What follows belongs to an exercise in optimizing a design on an open flow for small area, a short achievable clock period and few clock cycles; a production flow would make more cautious choices. RTL that was checked went through simulation tests only; none was proved equivalent to the original. No activity file was given, so power comes from the tool's default toggle rates.

==> 02-20 <==
==> flow/design.v <==
package routing_pkg;
    localparam int WORD_W     = 32;
    localparam int WORD_BYTES = WORD_W / 8;
    localparam int HEADER_WORDS = 4;
    localparam int ENTRY_WORDS  = 6;
    localparam int HEADER_BYTES = HEADER_WORDS * WORD_BYTES;
    localparam int ENTRY_BYTES  = ENTRY_WORDS * WORD_BYTES;
    localparam logic [WORD_W-1:0] HOST_MAGIC   = 32'h484F5354;
    localparam logic [WORD_W-1:0] SWITCH_MAGIC = 32'h53574348;
    localparam int HOST_ENTRY_W = 144;
    localparam int PATH_ENTRY_W = 145;
endpackage
`timescale 1ns/100ps
import routing_pkg::*;
module routing_table_reader
#(
    parameter int ADDR_W      = 16,
    parameter int HOST_IDX_W  = 6,
    parameter int SWITCH_ID_W = 4
) (
    input  logic                    clk,
    input  logic                    rst_n,
    output logic [ADDR_W-1:0]       mem_addr,
    input  logic [WORD_W-1:0]       mem_data,
    input  logic                    load_req,
    output logic                    load_ack,
    output logic                    tables_valid,
    output logic                    parse_error,
    input  logic                    host_req,
    input  logic [HOST_IDX_W-1:0]   host_index,
    output logic                    host_ack,
    output logic                    host_found,
    output logic [HOST_ENTRY_W-1:0] host_entry,
    input  logic                    path_req,
    input  logic [SWITCH_ID_W-1:0]  src_switch,
    input  logic [SWITCH_ID_W-1:0]  dst_switch,
    output logic                    path_ack,
    output logic [PATH_ENTRY_W-1:0] path_entry
);
    localparam int HW = ADDR_W - 3;
    localparam logic [3:0] S_IDLE = 4'd0,
                           S_PA   = 4'd1,
                           S_RD   = 4'd2,
                           S_ACK  = 4'd3,
                           S_L1   = 4'd4,
                           S_L2   = 4'd5,
                           S_L3   = 4'd6,
                           S_L4   = 4'd7,
                           S_LK   = 4'd8;
    logic [3:0]    state;
    logic          sel_host;
    logic [2:0]    ph;
    logic [HW-1:0] ahi;
    logic          a0;
    logic          hc_big;      
    logic [5:0]    hc_lo;       
    logic [HW-1:0] pbase;       
    logic [HW-1:0] kmul;        
    logic          slot0;
    logic [31:0]   slot1, slot2, slot3, slot4;
    logic          found;
    logic [HW-1:0] tx;          
    logic [HW-1:0] t3;
    logic [HW-1:0] path_base;
    logic [HW-1:0] ahi_inc;
    assign found     = hc_big || (host_index < hc_lo);
    assign tx        = (state == S_IDLE) ? HW'(host_index) : mem_data[HW-1:0];
    assign t3        = tx + (tx << 1) + HW'(2) + HW'(state == S_LK);
    assign path_base = pbase + HW'(ahi[7:4]) * kmul + HW'(ahi[3:0]) * HW'(3);
    assign ahi_inc   = ahi + 1'b1;
    assign mem_addr = {ahi, a0, 2'b00};
    always_ff @(posedge clk or negedge rst_n) begin
        if (!rst_n) begin
            state        <= S_IDLE;
            sel_host     <= 1'b0;
            ph           <= '0;
            ahi          <= '0;
            a0           <= 1'b0;
            load_ack     <= 1'b0;
            tables_valid <= 1'b0;
            parse_error  <= 1'b0;
            host_ack     <= 1'b0;
            host_found   <= 1'b0;
            path_ack     <= 1'b0;
        end else begin
            case (state)
                S_IDLE: begin
                    if (load_req) begin
                        a0    <= 1'b1;
                        state <= S_L1;
                    end else if (host_req) begin
                        sel_host   <= 1'b1;
                        host_found <= found;
                        if (found) begin
                            ahi   <= t3;
                            ph    <= 3'd1;
                            state <= S_RD;
                        end else begin
                            host_ack <= 1'b1;
                            state    <= S_ACK;
                        end
                    end else if (path_req) begin
                        sel_host <= 1'b0;
                        ahi      <= HW'({src_switch, dst_switch});
                        state    <= S_PA;
                    end
                end
                S_PA: begin
                    ahi   <= path_base;
                    ph    <= 3'd0;
                    state <= S_RD;
                end
                S_RD: begin
                    if (ph == 3'd5) begin
                        host_ack <= sel_host;
                        path_ack <= !sel_host;
                        state    <= S_ACK;
                    end else begin
                        ph       <= ph + 1'b1;
                        a0       <= !a0;
                        if (a0) ahi <= ahi_inc;
                    end
                end
                S_ACK: begin
                    if (!(load_ack && load_req) && !(host_ack && host_req)
                        && !(path_ack && path_req)) begin
                        load_ack <= 1'b0;
                        host_ack <= 1'b0;
                        path_ack <= 1'b0;
                        ahi      <= '0;
                        a0       <= 1'b0;
                        state    <= S_IDLE;
                    end
                end
                S_L1: begin
                    if (mem_data != HOST_MAGIC) begin
                        tables_valid <= 1'b0;
                        parse_error  <= 1'b1;
                        load_ack     <= 1'b1;
                        state        <= S_LK;
                    end else begin
                        state <= S_L2;
                    end
                end
                S_L2: begin
                    ahi   <= t3;
                    a0    <= 1'b0;
                    state <= S_L3;
                end
                S_L3: begin
                    ahi   <= ahi_inc;
                    state <= S_L4;
                end
                S_L4: begin
                    tables_valid <= (mem_data == SWITCH_MAGIC);
                    parse_error  <= (mem_data != SWITCH_MAGIC);
                    load_ack     <= 1'b1;
                    state        <= S_LK;
                end
                S_LK: begin
                    if (!load_req) begin
                        load_ack <= 1'b0;
                        ahi      <= '0;
                        a0       <= 1'b0;
                        state    <= S_IDLE;
                    end else begin
                        state <= S_ACK;
                    end
                end
                default: state <= S_IDLE;
            endcase
        end
    end
    always_ff @(posedge clk) begin
        if (state == S_L2) begin
            hc_big <= |mem_data[31:6];
            hc_lo  <= mem_data[5:0];
        end
        if (state == S_L4) begin
            pbase <= ahi_inc;
        end
        if (state == S_LK) begin
            kmul <= t3;
        end
        if (state == S_RD) begin
            if (ph == 3'd1) slot0 <= mem_data[0];
            if (ph == 3'd2) slot1 <= mem_data;
            if (ph == 3'd3) slot2 <= mem_data;
            if (ph == 3'd4) slot3 <= mem_data;
            if (ph == 3'd5) slot4 <= mem_data;
        end
    end
    assign host_entry = {slot1, slot2, slot3[15:0], slot3[31:16],
                         slot4[7:0], slot4[15:8], slot4[23:16], slot4[31:24],
                         mem_data[7:0], mem_data[15:8]};
    assign path_entry = {slot0, slot1[15:0], slot1[31:16], slot2, slot3[15:0], slot3[31:16],
                         slot4[7:0], slot4[15:8], slot4[23:16], slot4[31:24],
                         mem_data[7:0], mem_data[15:8]};
endmodule
==> flow/run.sh <==
#!/bin/bash
# synth_recipe.tcl (not shown) runs the flow's synth.tcl, then flattens the netlist and writes it again
# the make line also repeats each setting of config.mk as NAME=value (left out here)
make -C /OpenROAD-flow-scripts/flow DESIGN_CONFIG=/design/flow/config.mk WORK_HOME=/design/flow/orfs CLKGATE_MAP_FILE= SYNTH_SCRIPT=/design/flow/synth_recipe.tcl finish
==> flow/config.mk <==
export PLATFORM = sky130hd
export DESIGN_NAME = routing_table_reader
export DESIGN_NICKNAME = routing_table_reader
export VERILOG_FILES = /design/flow/design.v
export SDC_FILE = /design/flow/constraint.sdc
export NUM_CORES = 4
export LEC_CHECK = 0
export CAP_MARGIN = 20
export CORE_MARGIN = 2
export CORE_UTILIZATION = 40
export SETUP_SLACK_MARGIN = 4.5
export SLEW_MARGIN = 20
==> flow/constraint.sdc <==
create_clock -name core_clock -period 8.0 [get_ports {clk}]
set_input_delay 1.6000 -clock core_clock [delete_from_list [all_inputs] [get_ports {clk}]]
set_output_delay 1.6000 -clock core_clock [all_outputs]
set_load 0.01 [all_outputs]
==> 10-06: changes against 02-20 <==
==> flow/design.v, changed modules only <==
module routing_table_reader
#(
    parameter int ADDR_W      = 16,
    parameter int HOST_IDX_W  = 6,
    parameter int SWITCH_ID_W = 4
) (
    input  logic                    clk,
    input  logic                    rst_n,
    output logic [ADDR_W-1:0]       mem_addr,
    input  logic [WORD_W-1:0]       mem_data,
    input  logic                    load_req,
    output logic                    load_ack,
    output logic                    tables_valid,
    output logic                    parse_error,
    input  logic                    host_req,
    input  logic [HOST_IDX_W-1:0]   host_index,
    output logic                    host_ack,
    output logic                    host_found,
    output logic [HOST_ENTRY_W-1:0] host_entry,
    input  logic                    path_req,
    input  logic [SWITCH_ID_W-1:0]  src_switch,
    input  logic [SWITCH_ID_W-1:0]  dst_switch,
    output logic                    path_ack,
    output logic [PATH_ENTRY_W-1:0] path_entry
);
    localparam int HW = ADDR_W - 3;
    localparam logic [3:0] S_IDLE = 4'd0,
                           S_PA   = 4'd1,
                           S_RD   = 4'd2,
                           S_ACK  = 4'd3,
                           S_L1   = 4'd4,
                           S_L2   = 4'd5,
                           S_L3   = 4'd6,
                           S_L4   = 4'd7,
                           S_L5   = 4'd8,
                           S_L6   = 4'd9,
                           S_L7   = 4'd10;
    logic [3:0]    state;
    logic          sel_host;
    logic [2:0]    ph;
    logic [HW-1:0] ahi;
    logic          a0;
    logic [3:0]    s_q;         
    logic          hc_big;      
    logic [5:0]    hc_lo;       
    logic [HW-1:0] pbase;       
    logic [HW-1:0] kmul;        
    logic          slot0;
    logic [31:0]   slot1, slot2, slot3, slot4;
    logic          loading;
    logic          found;
    logic [7:0]    host_base;
    logic [HW-1:0] row_off;
    logic [HW-1:0] mac;
    logic [HW-1:0] ahi_inc;
    assign loading   = (state == S_IDLE) ? load_req : (state >= S_L1);
    assign found     = hc_big || (host_index < hc_lo);
    assign host_base = 8'd2 + 8'(host_index) * 8'd3;
    assign row_off   = pbase + HW'(dst_switch) * HW'(3);
    assign mac       = ahi + HW'(s_q) * kmul;
    assign ahi_inc   = ahi + 1'b1;
    assign mem_addr = {ahi, a0, 2'b00};
    always_ff @(posedge clk) begin
        s_q <= loading ? 4'd3 : src_switch;
    end
    always_ff @(posedge clk or negedge rst_n) begin
        if (!rst_n) begin
            state        <= S_IDLE;
            sel_host     <= 1'b0;
            ph           <= '0;
            ahi          <= '0;
            a0           <= 1'b0;
            load_ack     <= 1'b0;
            tables_valid <= 1'b0;
            parse_error  <= 1'b0;
            host_ack     <= 1'b0;
            host_found   <= 1'b0;
            path_ack     <= 1'b0;
        end else begin
            case (state)
                S_IDLE: begin
                    if (load_req) begin
                        a0    <= 1'b1;
                        state <= S_L1;
                    end else if (host_req) begin
                        sel_host   <= 1'b1;
                        host_found <= found;
                        if (found) begin
                            ahi   <= HW'(host_base);
                            ph    <= 3'd1;
                            state <= S_RD;
                        end else begin
                            host_ack <= 1'b1;
                            state    <= S_ACK;
                        end
                    end else if (path_req) begin
                        sel_host <= 1'b0;
                        ahi      <= row_off;
                        state    <= S_PA;
                    end
                end
                S_PA: begin
                    ahi   <= mac;
                    ph    <= 3'd0;
                    state <= S_RD;
                end
                S_RD: begin
                    if (ph == 3'd5) begin
                        host_ack <= sel_host;
                        path_ack <= !sel_host;
                        state    <= S_ACK;
                    end else begin
                        ph       <= ph + 1'b1;
                        a0       <= !a0;
                        if (a0) ahi <= ahi_inc;
                    end
                end
                S_ACK: begin
                    if (!(load_ack && load_req) && !(host_ack && host_req)
                        && !(path_ack && path_req)) begin
                        load_ack <= 1'b0;
                        host_ack <= 1'b0;
                        path_ack <= 1'b0;
                        ahi      <= '0;
                        a0       <= 1'b0;
                        state    <= S_IDLE;
                    end
                end
                S_L1: begin
                    if (mem_data != HOST_MAGIC) begin
                        tables_valid <= 1'b0;
                        parse_error  <= 1'b1;
                        load_ack     <= 1'b1;
                        state        <= S_ACK;
                    end else begin
                        state <= S_L2;
                    end
                end
                S_L2: begin
                    ahi   <= HW'(2);
                    state <= S_L3;
                end
                S_L3: begin
                    ahi   <= mac;
                    a0    <= 1'b0;
                    state <= S_L4;
                end
                S_L4: begin
                    ahi   <= ahi_inc;
                    state <= S_L5;
                end
                S_L5: begin
                    tables_valid <= (mem_data == SWITCH_MAGIC);
                    parse_error  <= (mem_data != SWITCH_MAGIC);
                    load_ack     <= 1'b1;
                    state        <= S_L6;
                end
                S_L6: begin
                    if (!load_req) load_ack <= 1'b0;
                    ahi   <= HW'(3);
                    state <= S_L7;
                end
                S_L7: begin
                    if (!load_req) load_ack <= 1'b0;
                    ahi   <= '0;
                    state <= (load_ack && load_req) ? S_ACK : S_IDLE;
                end
                default: state <= S_IDLE;
            endcase
        end
    end
    always_ff @(posedge clk) begin
        if (state == S_L2) begin
            hc_big <= |mem_data[31:6];
            hc_lo  <= mem_data[5:0];
        end
        if (state == S_L5) begin
            pbase <= ahi_inc;
        end
        if (state == S_L2 || state == S_L6) begin
            kmul <= mem_data[HW-1:0];
        end else if (state == S_L7) begin
            kmul <= mac;
        end
        if (state == S_RD) begin
            if (ph == 3'd1) slot0 <= mem_data[0];
            if (ph == 3'd2) slot1 <= mem_data;
            if (ph == 3'd3) slot2 <= mem_data;
            if (ph == 3'd4) slot3 <= mem_data;
            if (ph == 3'd5) slot4 <= mem_data;
        end
    end
    assign host_entry = {slot1, slot2, slot3[15:0], slot3[31:16],
                         slot4[7:0], slot4[15:8], slot4[23:16], slot4[31:24],
                         mem_data[7:0], mem_data[15:8]};
    assign path_entry = {slot0, slot1[15:0], slot1[31:16], slot2, slot3[15:0], slot3[31:16],
                         slot4[7:0], slot4[15:8], slot4[23:16], slot4[31:24],
                         mem_data[7:0], mem_data[15:8]};
endmodule
==> flow/flow/run.sh (new file) <==
#!/bin/bash
# Standard synthesis, then the standard layout with plain buffers on the ports.
set -euo pipefail
bash standard.sh synth > synth.log 2>&1
export BUFFER_PORTS_ARGS="-buffer_cell sky130_fd_sc_hd__buf_1"
bash standard.sh finish > layout.log 2>&1
==> flow/standard.sh (new file) <==
#!/bin/bash
# synth_recipe.tcl (not shown) runs the flow's synth.tcl, then flattens the netlist and writes it again
# the make line also repeats each setting of config.mk as NAME=value (left out here)
make -C /OpenROAD-flow-scripts/flow DESIGN_CONFIG=/design/flow/config.mk WORK_HOME=/design/flow/orfs CLKGATE_MAP_FILE= SYNTH_SCRIPT=/design/flow/synth_recipe.tcl "${@:-finish}"
removed: flow/run.sh
==> 09-19: changes against 02-20 <==
==> flow/design.v, changed modules only <==
module routing_table_reader
#(
    parameter int ADDR_W      = 16,
    parameter int HOST_IDX_W  = 6,
    parameter int SWITCH_ID_W = 4
) (
    input  logic                    clk,
    input  logic                    rst_n,
    output logic [ADDR_W-1:0]       mem_addr,
    input  logic [WORD_W-1:0]       mem_data,
    input  logic                    load_req,
    output logic                    load_ack,
    output logic                    tables_valid,
    output logic                    parse_error,
    input  logic                    host_req,
    input  logic [HOST_IDX_W-1:0]   host_index,
    output logic                    host_ack,
    output logic                    host_found,
    output logic [HOST_ENTRY_W-1:0] host_entry,
    input  logic                    path_req,
    input  logic [SWITCH_ID_W-1:0]  src_switch,
    input  logic [SWITCH_ID_W-1:0]  dst_switch,
    output logic                    path_ack,
    output logic [PATH_ENTRY_W-1:0] path_entry
);
    localparam int HW = ADDR_W - 3;
    localparam logic [3:0] S_IDLE = 4'd0,
                           S_PA   = 4'd1,
                           S_RD   = 4'd2,
                           S_ACK  = 4'd3,
                           S_L1   = 4'd4,
                           S_L2   = 4'd5,
                           S_L3   = 4'd6,
                           S_L4   = 4'd7,
                           S_L5   = 4'd8,
                           S_L6   = 4'd9,
                           S_L7   = 4'd10;
    logic [3:0]    state;
    logic          sel_host;
    logic [2:0]    ph;
    logic [HW-1:0] ahi;
    logic          a0;
    logic [3:0]    s_q;         
    logic          hc_big;      
    logic [5:0]    hc_lo;       
    logic [HW-1:0] pbase;       
    logic [HW-1:0] kmul;        
    logic          slot0;
    logic [31:0]   slot1, slot2, slot3, slot4;
    logic          found;
    logic [7:0]    host_base;
    logic [HW-1:0] row_off;
    logic [HW-1:0] mac;
    assign found     = hc_big || (host_index < hc_lo);
    assign host_base = 8'd2 + 8'(host_index) * 8'd3;
    function automatic logic [HW-1:0] add_pp(input logic [HW-1:0] x,
                                             input logic [HW-1:0] y,
                                             input logic          cin);
        logic [HW-1:0] g, p, gg, pp;
        g  = x & y;
        p  = x ^ y;
        gg = g;
        gg[0] = g[0] | (p[0] & cin);
        pp = p;
        for (int d = 1; d < HW; d = d * 2) begin
            for (int i = HW - 1; i >= d; i--) begin
                gg[i] = gg[i] | (pp[i] & gg[i-d]);
                pp[i] = pp[i] & pp[i-d];
            end
        end
        add_pp = p ^ {gg[HW-2:0], cin};
    endfunction
    logic [HW-1:0] m_pp0, m_pp1, m_pp2, m_pp3;
    logic [HW-1:0] m_s1, m_c1, m_s2, m_c2, m_s3, m_c3;
    logic [HW-1:0] r_a, r_b, r_s, r_c;
    assign r_a    = pbase;
    assign r_b    = HW'(dst_switch);
    assign r_s    = r_a ^ r_b ^ (r_b << 1);
    assign r_c    = ((r_a & r_b) | (r_a & (r_b << 1)) | (r_b & (r_b << 1))) << 1;
    assign row_off = add_pp(r_s, r_c, 1'b0);
    assign m_pp0 = s_q[0] ? kmul : '0;
    assign m_pp1 = s_q[1] ? (kmul << 1) : '0;
    assign m_pp2 = s_q[2] ? (kmul << 2) : '0;
    assign m_pp3 = s_q[3] ? (kmul << 3) : '0;
    assign m_s1  = ahi ^ m_pp0 ^ m_pp1;
    assign m_c1  = ((ahi & m_pp0) | (ahi & m_pp1) | (m_pp0 & m_pp1)) << 1;
    assign m_s2  = m_s1 ^ m_c1 ^ m_pp2;
    assign m_c2  = ((m_s1 & m_c1) | (m_s1 & m_pp2) | (m_c1 & m_pp2)) << 1;
    assign m_s3  = m_s2 ^ m_c2 ^ m_pp3;
    assign m_c3  = ((m_s2 & m_c2) | (m_s2 & m_pp3) | (m_c2 & m_pp3)) << 1;
    assign mac   = add_pp(m_s3, m_c3, 1'b1);
    assign mem_addr = {ahi, a0, 2'b00};
    always_ff @(posedge clk) begin
        case (state)
            S_IDLE:       s_q <= src_switch;
            S_L2, S_L6:   s_q <= 4'd3;
            default:      s_q <= 4'd0;
        endcase
    end
    always_ff @(posedge clk or negedge rst_n) begin
        if (!rst_n) begin
            state        <= S_IDLE;
            ahi          <= '0;
            a0           <= 1'b0;
            load_ack     <= 1'b0;
            tables_valid <= 1'b0;
            parse_error  <= 1'b0;
            host_ack     <= 1'b0;
            path_ack     <= 1'b0;
        end else begin
            case (state)
                S_IDLE: begin
                    if (load_req) begin
                        a0    <= 1'b1;
                        state <= S_L1;
                    end else if (host_req) begin
                        sel_host   <= 1'b1;
                        host_found <= found;
                        if (found) begin
                            ahi   <= HW'(host_base);
                            ph    <= 3'd1;
                            state <= S_RD;
                        end else begin
                            host_ack <= 1'b1;
                            state    <= S_ACK;
                        end
                    end else if (path_req) begin
                        sel_host <= 1'b0;
                        ahi      <= row_off;
                        state    <= S_PA;
                    end
                end
                S_PA: begin
                    ahi   <= mac;
                    ph    <= 3'd0;
                    state <= S_RD;
                end
                S_RD: begin
                    if (ph == 3'd5) begin
                        host_ack <= sel_host;
                        path_ack <= !sel_host;
                        state    <= S_ACK;
                    end else begin
                        ph       <= ph + 1'b1;
                        a0       <= !a0;
                        if (a0) ahi <= mac;
                    end
                end
                S_ACK: begin
                    if (!(load_ack && load_req) && !(host_ack && host_req)
                        && !(path_ack && path_req)) begin
                        load_ack <= 1'b0;
                        host_ack <= 1'b0;
                        path_ack <= 1'b0;
                        ahi      <= '0;
                        a0       <= 1'b0;
                        state    <= S_IDLE;
                    end
                end
                S_L1: begin
                    if (mem_data != HOST_MAGIC) begin
                        tables_valid <= 1'b0;
                        parse_error  <= 1'b1;
                        load_ack     <= 1'b1;
                        state        <= S_ACK;
                    end else begin
                        state <= S_L2;
                    end
                end
                S_L2: begin
                    ahi   <= HW'(1);
                    state <= S_L3;
                end
                S_L3: begin
                    ahi   <= mac;
                    a0    <= 1'b0;
                    state <= S_L4;
                end
                S_L4: begin
                    ahi   <= mac;
                    state <= S_L5;
                end
                S_L5: begin
                    tables_valid <= (mem_data == SWITCH_MAGIC);
                    parse_error  <= (mem_data != SWITCH_MAGIC);
                    load_ack     <= 1'b1;
                    state        <= S_L6;
                end
                S_L6: begin
                    if (!load_req) load_ack <= 1'b0;
                    ahi   <= HW'(2);
                    state <= S_L7;
                end
                S_L7: begin
                    if (!load_req) load_ack <= 1'b0;
                    ahi   <= '0;
                    state <= (load_ack && load_req) ? S_ACK : S_IDLE;
                end
                default: state <= S_IDLE;
            endcase
        end
    end
    always_ff @(posedge clk) begin
        if (state == S_L2) begin
            hc_big <= |mem_data[31:6];
            hc_lo  <= mem_data[5:0];
        end
        if (state == S_L5) begin
            pbase <= ahi;
        end
        if (state == S_L2 || state == S_L6) begin
            kmul <= mem_data[HW-1:0];
        end else if (state == S_L7) begin
            kmul <= mac;
        end
        if (state == S_RD) begin
            if (ph == 3'd1) slot0 <= mem_data[0];
            if (ph == 3'd2) slot1 <= mem_data;
            if (ph == 3'd3) slot2 <= mem_data;
            if (ph == 3'd4) slot3 <= mem_data;
            if (ph == 3'd5) slot4 <= mem_data;
        end
    end
    assign host_entry = {slot1, slot2, slot3[15:0], slot3[31:16],
                         slot4[7:0], slot4[15:8], slot4[23:16], slot4[31:24],
                         mem_data[7:0], mem_data[15:8]};
    assign path_entry = {slot0, slot1[15:0], slot1[31:16], slot2, slot3[15:0], slot3[31:16],
                         slot4[7:0], slot4[15:8], slot4[23:16], slot4[31:24],
                         mem_data[7:0], mem_data[15:8]};
endmodule
==> flow/flow/run.sh (new file) <==
#!/bin/bash
# Standard synthesis, then the standard layout with plain buffers on the ports.
set -euo pipefail
bash standard.sh synth > synth.log 2>&1
export BUFFER_PORTS_ARGS="-buffer_cell sky130_fd_sc_hd__buf_1"
bash standard.sh finish > layout.log 2>&1
==> flow/standard.sh (new file) <==
#!/bin/bash
# synth_recipe.tcl (not shown) runs the flow's synth.tcl, then flattens the netlist and writes it again
# the make line also repeats each setting of config.mk as NAME=value (left out here)
make -C /OpenROAD-flow-scripts/flow DESIGN_CONFIG=/design/flow/config.mk WORK_HOME=/design/flow/orfs CLKGATE_MAP_FILE= SYNTH_SCRIPT=/design/flow/synth_recipe.tcl "${@:-finish}"
CORE_UTILIZATION = 30   (was 40)
removed: flow/run.sh
==> 09-25: changes against 02-20 <==
==> flow/design.v, changed modules only <==
module routing_table_reader
#(
    parameter int ADDR_W      = 16,
    parameter int HOST_IDX_W  = 6,
    parameter int SWITCH_ID_W = 4
) (
    input  logic                    clk,
    input  logic                    rst_n,
    output logic [ADDR_W-1:0]       mem_addr,
    input  logic [WORD_W-1:0]       mem_data,
    input  logic                    load_req,
    output logic                    load_ack,
    output logic                    tables_valid,
    output logic                    parse_error,
    input  logic                    host_req,
    input  logic [HOST_IDX_W-1:0]   host_index,
    output logic                    host_ack,
    output logic                    host_found,
    output logic [HOST_ENTRY_W-1:0] host_entry,
    input  logic                    path_req,
    input  logic [SWITCH_ID_W-1:0]  src_switch,
    input  logic [SWITCH_ID_W-1:0]  dst_switch,
    output logic                    path_ack,
    output logic [PATH_ENTRY_W-1:0] path_entry
);
    localparam int HW = ADDR_W - 3;
    localparam logic [3:0] S_IDLE = 4'd0,
                           S_RD   = 4'd1,
                           S_ACK  = 4'd2,
                           S_L1   = 4'd3,
                           S_L2   = 4'd4,
                           S_L3   = 4'd5,
                           S_L4   = 4'd6,
                           S_L5   = 4'd7,
                           S_LK   = 4'd8;
    logic [3:0]    state;
    logic          sel_host;
    logic [2:0]    ph;
    logic [HW-1:0] ahi;
    logic          a0;
    logic          hc_big;      
    logic [5:0]    hc_lo;       
    logic [HW-1:0] pbase;       
    logic [HW-1:0] kmul;        
    logic          slot0;
    logic [31:0]   slot1, slot2, slot3, slot4;
    logic          found;
    logic [HW-1:0] host_base;
    logic [HW-1:0] path_base;
    logic [HW-1:0] ahi_inc;
    assign found     = hc_big || (host_index < hc_lo);
    assign host_base = HW'(2) + HW'(host_index) * HW'(3);
    assign path_base = pbase + HW'(src_switch) * kmul + HW'(dst_switch) * HW'(3);
    assign ahi_inc   = ahi + 1'b1;
    assign mem_addr = {ahi, a0, 2'b00};
    always_ff @(posedge clk or negedge rst_n) begin
        if (!rst_n) begin
            state        <= S_IDLE;
            sel_host     <= 1'b0;
            ph           <= '0;
            ahi          <= '0;
            a0           <= 1'b0;
            load_ack     <= 1'b0;
            tables_valid <= 1'b0;
            parse_error  <= 1'b0;
            host_ack     <= 1'b0;
            host_found   <= 1'b0;
            path_ack     <= 1'b0;
        end else begin
            case (state)
                S_IDLE: begin
                    if (load_req) begin
                        a0    <= 1'b1;
                        state <= S_L1;
                    end else if (host_req) begin
                        sel_host   <= 1'b1;
                        host_found <= found;
                        if (found) begin
                            ahi   <= host_base;
                            ph    <= 3'd1;
                            state <= S_RD;
                        end else begin
                            host_ack <= 1'b1;
                            state    <= S_ACK;
                        end
                    end else if (path_req) begin
                        sel_host <= 1'b0;
                        ahi      <= path_base;
                        ph       <= 3'd0;
                        state    <= S_RD;
                    end
                end
                S_RD: begin
                    if (ph == 3'd5) begin
                        host_ack <= sel_host;
                        path_ack <= !sel_host;
                        state    <= S_ACK;
                    end else begin
                        ph       <= ph + 1'b1;
                        a0       <= !a0;
                        if (a0) ahi <= ahi_inc;
                    end
                end
                S_ACK: begin
                    if (!(load_ack && load_req) && !(host_ack && host_req)
                        && !(path_ack && path_req)) begin
                        load_ack <= 1'b0;
                        host_ack <= 1'b0;
                        path_ack <= 1'b0;
                        ahi      <= '0;
                        a0       <= 1'b0;
                        state    <= S_IDLE;
                    end
                end
                S_L1: begin
                    if (mem_data != HOST_MAGIC) begin
                        tables_valid <= 1'b0;
                        parse_error  <= 1'b1;
                        load_ack     <= 1'b1;
                        state        <= S_LK;
                    end else begin
                        state <= S_L2;
                    end
                end
                S_L2: begin
                    state <= S_L3;
                end
                S_L3: begin
                    ahi   <= HW'(2) + pbase * HW'(3);
                    a0    <= 1'b0;
                    state <= S_L4;
                end
                S_L4: begin
                    ahi   <= ahi_inc;
                    state <= S_L5;
                end
                S_L5: begin
                    tables_valid <= (mem_data == SWITCH_MAGIC);
                    parse_error  <= (mem_data != SWITCH_MAGIC);
                    load_ack     <= 1'b1;
                    state        <= S_LK;
                end
                S_LK: begin
                    if (!load_req) begin
                        load_ack <= 1'b0;
                        ahi      <= '0;
                        a0       <= 1'b0;
                        state    <= S_IDLE;
                    end else begin
                        state <= S_ACK;
                    end
                end
                default: state <= S_IDLE;
            endcase
        end
    end
    always_ff @(posedge clk) begin
        if (state == S_L2) begin
            hc_big <= |mem_data[31:6];
            hc_lo  <= mem_data[5:0];
            pbase  <= mem_data[HW-1:0];
        end
        if (state == S_L5) begin
            pbase <= ahi_inc;
        end
        if (state == S_LK) begin
            kmul <= (mem_data[HW-1:0] + 1'b1) * HW'(3);
        end
        if (state == S_RD) begin
            if (ph == 3'd1) slot0 <= mem_data[0];
            if (ph == 3'd2) slot1 <= mem_data;
            if (ph == 3'd3) slot2 <= mem_data;
            if (ph == 3'd4) slot3 <= mem_data;
            if (ph == 3'd5) slot4 <= mem_data;
        end
    end
    assign host_entry = {slot1, slot2, slot3[15:0], slot3[31:16],
                         slot4[7:0], slot4[15:8], slot4[23:16], slot4[31:24],
                         mem_data[7:0], mem_data[15:8]};
    assign path_entry = {slot0, slot1[15:0], slot1[31:16], slot2, slot3[15:0], slot3[31:16],
                         slot4[7:0], slot4[15:8], slot4[23:16], slot4[31:24],
                         mem_data[7:0], mem_data[15:8]};
endmodule
==> flow/flow/run.sh (new file) <==
#!/bin/bash
# Standard synthesis, then the standard layout with plain buffers on the ports.
set -euo pipefail
bash standard.sh synth > synth.log 2>&1
export BUFFER_PORTS_ARGS="-buffer_cell sky130_fd_sc_hd__buf_1"
bash standard.sh finish > layout.log 2>&1
==> flow/standard.sh (new file) <==
#!/bin/bash
# synth_recipe.tcl (not shown) runs the flow's synth.tcl, then flattens the netlist and writes it again
# the make line also repeats each setting of config.mk as NAME=value (left out here)
make -C /OpenROAD-flow-scripts/flow DESIGN_CONFIG=/design/flow/config.mk WORK_HOME=/design/flow/orfs CLKGATE_MAP_FILE= SYNTH_SCRIPT=/design/flow/synth_recipe.tcl "${@:-finish}"
SETUP_SLACK_MARGIN = not set   (was 4.5)
removed: flow/run.sh
==> flow_summary_export.csv <==
group,metric,value,unit
status,status,"finished clean",
power,powerDensity,331.0,nW/um^2
critical_path,crit_type,"register to register",
critical_path,cp.depth,11,
power,power_leakage,4.646,nW
timing,worst_pin_slew,1.009,ns
power,power.total,0.004157,W
critical_path,reg2reg_depth,11,
critical_path,r2r-start,"kmul[5]$_DFFE_PP_",
synthesis,synth_common_cells,"edfxtp_1, buf_4, nand2_1, inv_1, nor2_1",
cells_and_area,nets,1218,
power,p_int,0.002487,W
cells_and_area,final_cell_count_no_fill,1560,
cts,cts_sinks,194,
synthesis,syn_inst,869,
cells_and_area,clk_share,0.04553,
# the run above: 09-19

==> flow_summary_export.csv <==
group,metric,value,unit
cts,cts_htree_levels,4,
critical_path,cp.depth,17,
power,power_leakage,5.974,nW
cells_and_area,final_cell_count_no_fill,1594,
cells_and_area,nets,1350,
cts,clockBufferDepth,2,
synthesis,synth_common_cells,"buf_4, edfxtp_1, inv_1, nand2_1, ha_1",
critical_path,r2r-start,"kmul[3]$_DFFE_PP_",
power,p_int,0.003769,W
status,status,"finished clean",
cells_and_area,clk_share,0.03986,
synthesis,syn_inst,963,
cts,cts_sinks,190,
synthesis,synth-main-ff-cell,"edfxtp_1",
power,power.total,0.006628,W
critical_path,reg2reg_depth,17,
timing,worst_pin_slew,0.9533,ns
critical_path,crit_type,"register to register",
# the run above: 02-20

==> flow_summary_export.csv <==
group,metric,value,unit
status,status,"finished clean",
critical_path,crit_type,"input pin to register",
cells_and_area,nets,1453,
synthesis,synth_common_cells,"buf_4, edfxtp_1, inv_1, ha_1, nand2_1",
cts,cts_sinks,190,
critical_path,r2r-start,"kmul[1]$_DFFE_PP_",
power,p_int,0.002222,W
critical_path,cp.depth,14,
critical_path,reg2reg_depth,14,
power,powerDensity,275.8,nW/um^2
power,power.total,0.003674,W
# the run above: 09-25

==> flow_summary_export.csv <==
group,metric,value,unit
critical_path,crit_type,"register to register",
cells_and_area,final_cell_count_no_fill,1532,
critical_path,r2r-start,"kmul[6]$_DFFE_PP_",
synthesis,synth_common_cells,"buf_4, edfxtp_1, inv_1, nand2_1, nor2_1",
critical_path,cp.depth,14,
grt,grt_use_met3,0.03837,
cts,cts_buffers,17,
status,status,"finished clean",
critical_path,reg2reg_depth,14,
synthesis,syn_inst,970,
cells_and_area,nets,1307,
cts,cts_sinks,194,
power,power_leakage,4.805,nW
power,p_int,0.003832,W
power,power.total,0.006880,W
power,powerDensity,538.5,nW/um^2
grt,grt_overflow,0,
timing,worst_pin_slew,0.9228,ns
# the run above: 10-06

Testbench counts of 09-25, summed over its fixed seeds: cycles 7,409.
For 02-20, 10-06 and 09-19, only the layout was checked, not whether the RTL still works.

==> what the ideal ports hide <==
The flow's constraints put no driver on any port. The routed layouts listed below were extracted and timed again, unchanged, in two steps.
Step 1 (the two cells are an assumption about what drives the block):
set clk [get_ports {clk}]
set_driving_cell -lib_cell sky130_fd_sc_hd__clkbuf_16 $clk
set_driving_cell -lib_cell sky130_fd_sc_hd__buf_2 [delete_from_list [all_inputs] $clk]
Step 2 times the ports against the registers' clock, not the clock port: input delays grow and output delays shrink by t, the midpoint of the rising clock arrivals with the driver on.
Slacks: ideal / step 1 / step 2; pairs: ideal / step 1.
| run | t, ns | slack for setup (ns) | worst register clock-pin slew, ns |
|---|---|---|---|
| 02-20 | 0.489 | 3.580 / 3.580 / 3.580 | 0.09 / 0.09 |
| 10-06 | 0.485 | 4.118 / 4.118 / 3.922 | 0.09 / 0.09 |
| 09-19 | 0.499 | 4.124 / 4.124 / 3.821 | 0.08 / 0.08 |
| 09-25 | 0.487 | 2.032 / 2.038 / 1.551 | 0.08 / 0.08 |
After both steps setup and hold are still met in every run listed. For 09-25, which loses most, drivers alone change the setup slack by +0.006 ns; drivers and shift together by -0.481 ns.
